Source: an optimization exercise on an open RTL-to-GDS flow (aim: small area and a short achievable clock period). Production flows keep margins and buffers that such runs may drop. Where RTL was checked, it was by simulation tests only, not by an equivalence proof against the original. No activity file was given, so power comes from the tool's default toggle rates.

==> flow/design.v <==
`default_nettype none
module rx_dma_packetizer #(
    parameter int FIFO_DEPTH    = 64,
    parameter int FRAME_SAMPLES = 256
) (
    input  logic        clk,
    input  logic        rst,
    input  logic        enable,
    input  logic        s_valid,
    input  logic [15:0] s_i,
    input  logic [15:0] s_q,
    output logic        m_axis_valid,
    input  logic        m_axis_ready,
    output logic [7:0]  m_axis_data,
    output logic        m_axis_last,
    output logic        overflow,
    output logic [15:0] drop_count,
    input  logic        clear_status
);
    localparam logic [1:0] c_ST_IDLE = 2'd0;
    localparam logic [1:0] c_ST_RUN  = 2'd1;
    localparam logic [1:0] c_ST_PAD  = 2'd2;
    logic [1:0]  r_state;
    logic [7:0]  r_wr_pos;       
    logic [7:0]  r_rd_pos;       
    logic [31:0] r_mem [0:63];
    logic        r_valid;
    logic [1:0]  r_byte_idx;
    logic [7:0]  r_data;
    logic [23:0] r_hold;
    logic        r_last;
    logic        r_overflow;
    logic [15:0] r_drop_count;
    wire w_lo_eq   = (r_wr_pos[5:0] == r_rd_pos[5:0]);
    wire w_hi_eq   = (r_wr_pos[7:6] == r_rd_pos[7:6]);
    wire w_full    = w_lo_eq && !w_hi_eq;
    wire w_empty   = w_lo_eq && w_hi_eq;
    wire w_run_acc    = (r_state == c_ST_RUN) && enable;
    wire w_in_pad     = (r_state == c_ST_PAD);
    wire w_frame_last = (r_wr_pos == 8'hFF);
    wire w_pad_write  = w_in_pad && !w_full;
    wire w_push       = (w_run_acc && s_valid && !w_full) || w_pad_write;
    wire w_drop       = w_run_acc && s_valid && w_full;
    wire w_hs      = r_valid && m_axis_ready;
    wire w_pop     = !w_empty && (!r_valid || (w_hs && (r_byte_idx == 2'd3)));
    always_ff @(posedge clk) begin
        if (rst) begin
            r_state <= c_ST_IDLE;
        end else begin
            case (r_state)
                c_ST_IDLE: if (enable) r_state <= c_ST_RUN;
                c_ST_RUN:  if (!enable) r_state <= (r_wr_pos == 8'd0) ? c_ST_IDLE : c_ST_PAD;
                c_ST_PAD:  if (w_pad_write && w_frame_last) r_state <= c_ST_IDLE;
                default:   r_state <= c_ST_IDLE;
            endcase
        end
    end
    logic [63:0] w_wr_sel;
    logic [63:0] w_rd_sel;
    logic [63:0] r_rd_sel;       
    logic [31:0] w_wr_data;
    logic [31:0] w_rd_data;
    assign w_wr_sel  = 64'd1 << r_wr_pos[5:0];
    assign w_rd_sel  = r_rd_sel;
    assign w_wr_data = w_in_pad ? 32'd0 : {s_q, s_i};
    always_ff @(posedge clk) begin
        for (int k = 0; k < 64; k++) begin
            if (w_wr_sel[k] && !w_full) r_mem[k] <= w_wr_data;
        end
    end
    always_comb begin
        w_rd_data = '0;
        for (int k = 0; k < 64; k++) begin
            w_rd_data = w_rd_data | ({32{w_rd_sel[k]}} & r_mem[k]);
        end
    end
    always_ff @(posedge clk) begin
        if (rst) begin
            r_wr_pos <= '0;
            r_rd_pos <= '0;
        end else begin
            if (w_push) r_wr_pos <= r_wr_pos + 8'd1;
            if (w_pop)  r_rd_pos <= r_rd_pos + 8'd1;
        end
    end
    always_ff @(posedge clk) begin
        if (rst) begin
            r_rd_sel <= 64'd1;
        end else if (w_pop) begin
            r_rd_sel <= {r_rd_sel[62:0], r_rd_sel[63]};
        end
    end
    always_ff @(posedge clk) begin
        if (rst) begin
            r_valid    <= 1'b0;
            r_byte_idx <= 2'd0;
            r_last     <= 1'b0;
        end else begin
            if (w_pop)
                r_valid <= 1'b1;
            else if (w_hs && (r_byte_idx == 2'd3))
                r_valid <= 1'b0;
            if (w_hs) begin
                r_byte_idx <= r_byte_idx + 2'd1;
                r_last     <= (r_byte_idx == 2'd2) && (r_rd_pos == 8'd0);
            end
        end
    end
    always_ff @(posedge clk) begin
        if (w_pop) begin
            r_data <= w_rd_data[7:0];
            r_hold <= w_rd_data[31:8];
        end else if (w_hs) begin
            case (r_byte_idx)
                2'd0:    r_data <= r_hold[7:0];
                2'd1:    r_data <= r_hold[15:8];
                default: r_data <= r_hold[23:16];
            endcase
        end
    end
    assign m_axis_data  = r_data;
    assign m_axis_last  = r_last;
    assign m_axis_valid = r_valid;
    always_ff @(posedge clk) begin
        if (rst) begin
            r_overflow   <= 1'b0;
            r_drop_count <= 16'd0;
        end else if (w_drop) begin
            r_overflow   <= 1'b1;
            r_drop_count <= clear_status ? 16'd1 :
                            (&r_drop_count) ? r_drop_count : r_drop_count + 16'd1;
        end else if (clear_status) begin
            r_overflow   <= 1'b0;
            r_drop_count <= 16'd0;
        end
    end
    assign overflow   = r_overflow;
    assign drop_count = r_drop_count;
endmodule
`default_nettype wire
clock: 5.0 ns
lec_check: 0
cap_margin: 20
core_margin: 2
core_utilization: 60
setup_slack_margin: 2.5
slew_margin: 20
run.sh (not shown) runs the stock make flow with config.mk's settings and CLKGATE_MAP_FILE= SYNTH_SCRIPT=/design/flow/synth_recipe.tcl, a recipe that flattens the netlist after the stock synthesis.
Rerun with:
Settings changed: CORE_UTILIZATION 60 to 45, CTS_CLUSTER_DIAMETER set to 60, CTS_CLUSTER_SIZE set to 30.
The new run completed without violations.
Global-route usage went down by 12 points.
Via count fell by 1.3%.
Final cell count rises by 6.8%.
Area after synthesis stays the same.
Routed wire length goes up by 1.7%.
Synthesized cell count is unchanged.
Worst setup slack is better by 0.098 ns.
Clock power falls by 20%.
Sequential power hardly moves.
Die area went up by 33%.
No run of this note included a check of the RTL's function; only the layout flow was run.


rx_dma_packetizer, a different RTL version from the one above (not shown whole).
Size in the first run: ~4300 cells after synthesis, roughly 2200 flip-flops, ~65 I/O pins, ~0.079 mm2 of cells after synthesis.
export LEC_CHECK = 0
export CAP_MARGIN = 20
export CORE_MARGIN = 2
export CORE_UTILIZATION = 45
export CTS_CLUSTER_DIAMETER = 60
export CTS_CLUSTER_SIZE = 30
export SETUP_SLACK_MARGIN = 2.5
export SLEW_MARGIN = 20
export BUFFER_PORTS_ARGS = -buffer_cell sky130_fd_sc_hd__buf_4
create_clock -name core_clock -period 5.0 [get_ports {clk}]
standard.sh (not shown) runs the stock make flow with config.mk's settings and CLKGATE_MAP_FILE= SYNTH_SCRIPT=/design/flow/synth_recipe.tcl, a recipe that flattens the netlist after the stock synthesis.
==> flow/flow/run.sh <==
#!/bin/bash
set -o pipefail
cp standard.sh standard.sh.orig.log
cp config.mk config.mk.orig.log
echo 'export BUFFER_PORTS_ARGS = -buffer_cell sky130_fd_sc_hd__buf_4' >> config.mk
bash standard.sh > standard.log 2>&1
The first run completed without violations.
Edit:
==> flow/run.sh (new file) <==
#!/bin/bash
# synth_recipe.tcl (not shown) runs the flow's synth.tcl, then flattens the netlist and writes it again
# the make line also repeats each setting of config.mk as NAME=value (left out here)
make -C /OpenROAD-flow-scripts/flow DESIGN_CONFIG=/design/flow/config.mk WORK_HOME=/design/flow/orfs CLKGATE_MAP_FILE= SYNTH_SCRIPT=/design/flow/synth_recipe.tcl finish
--- a/flow/config.mk
+++ b/flow/config.mk
@@ -11,5 +11,4 @@
 export CTS_CLUSTER_DIAMETER = 60
 export CTS_CLUSTER_SIZE = 30
-export SETUP_SLACK_MARGIN = 2.5
+export SETUP_SLACK_MARGIN = 2.8
 export SLEW_MARGIN = 20
-export BUFFER_PORTS_ARGS = -buffer_cell sky130_fd_sc_hd__buf_4
removed: flow/flow/run.sh
removed: flow/standard.sh
Effect: Hold slack is better by 0.0059 ns; sequential share of layout area drops by 4.1 points; area after synthesis does not change; final cell count goes up by 4.7%; worst setup slack is better by 0.38 ns.
Edit:
--- a/flow/config.mk
+++ b/flow/config.mk
@@ -11,4 +11,4 @@
 export CTS_CLUSTER_DIAMETER = 60
 export CTS_CLUSTER_SIZE = 30
-export SETUP_SLACK_MARGIN = 2.8
+export SETUP_SLACK_MARGIN = 2.5
 export SLEW_MARGIN = 20
=> Maximum frequency went down by a few percent. Wire length went down by a few percent. First-iteration DRC count went down by roughly a tenth. Final area went down by a few percent. Clock-buffer cell count went down by 3.
Edit:
--- a/flow/config.mk
+++ b/flow/config.mk
@@ -11,4 +11,4 @@
 export CTS_CLUSTER_DIAMETER = 60
 export CTS_CLUSTER_SIZE = 30
-export SETUP_SLACK_MARGIN = 2.5
+export SETUP_SLACK_MARGIN = 2.2
 export SLEW_MARGIN = 20
Effect: The changed run ran to the end with no violations. Total power barely changes. Worst setup slack loses 0.42 ns. Cell area goes down by 1.5%. Sequential power stays flat.

## port drivers added, routing unchanged
The flow's constraints put no driver on any port. The routed layouts listed below were extracted and timed again, unchanged, in two steps. Step 1, drivers: a clkbuf_16 drives clk and a buf_2 each remaining input, both assumed. Step 2, shift: input delay + t, output delay - t, t = (earliest + latest rising clock arrival at the registers) / 2. This alone moves slack from input paths to output paths. Three values: no drivers, after step 1, after step 2; two values: the first two.
run	shift t [ns]	slack for setup (ns)	worst register clock-pin slew, ns	worst data-port slew with drivers (ns)	cell pins on the clock port's net
the first run of note 1	0.909	2.286 / 2.286 / 1.701	0.07 / 0.07	0.07	1
the second run of note 1	0.890	2.384 / 2.368 / 1.664	0.11 / 0.11	0.04	1
the first run of note 2	0.901	2.087 / 2.087 / 2.087	0.12 / 0.12	0.06	1
the second run of note 2	0.889	2.465 / 2.381 / 2.033	0.12 / 0.12	0.07	1
the third run of note 2	0.902	2.390 / 2.390 / 1.752	0.11 / 0.11	0.06	1
the fourth run of note 2	0.897	1.974 / 1.974 / 1.599	0.11 / 0.11	0.06	1
After both steps setup and hold are still met in every run listed. The setup slack of the second run of note 1, which loses most, moves by -0.016 ns with the drivers and by -0.720 ns with both steps.
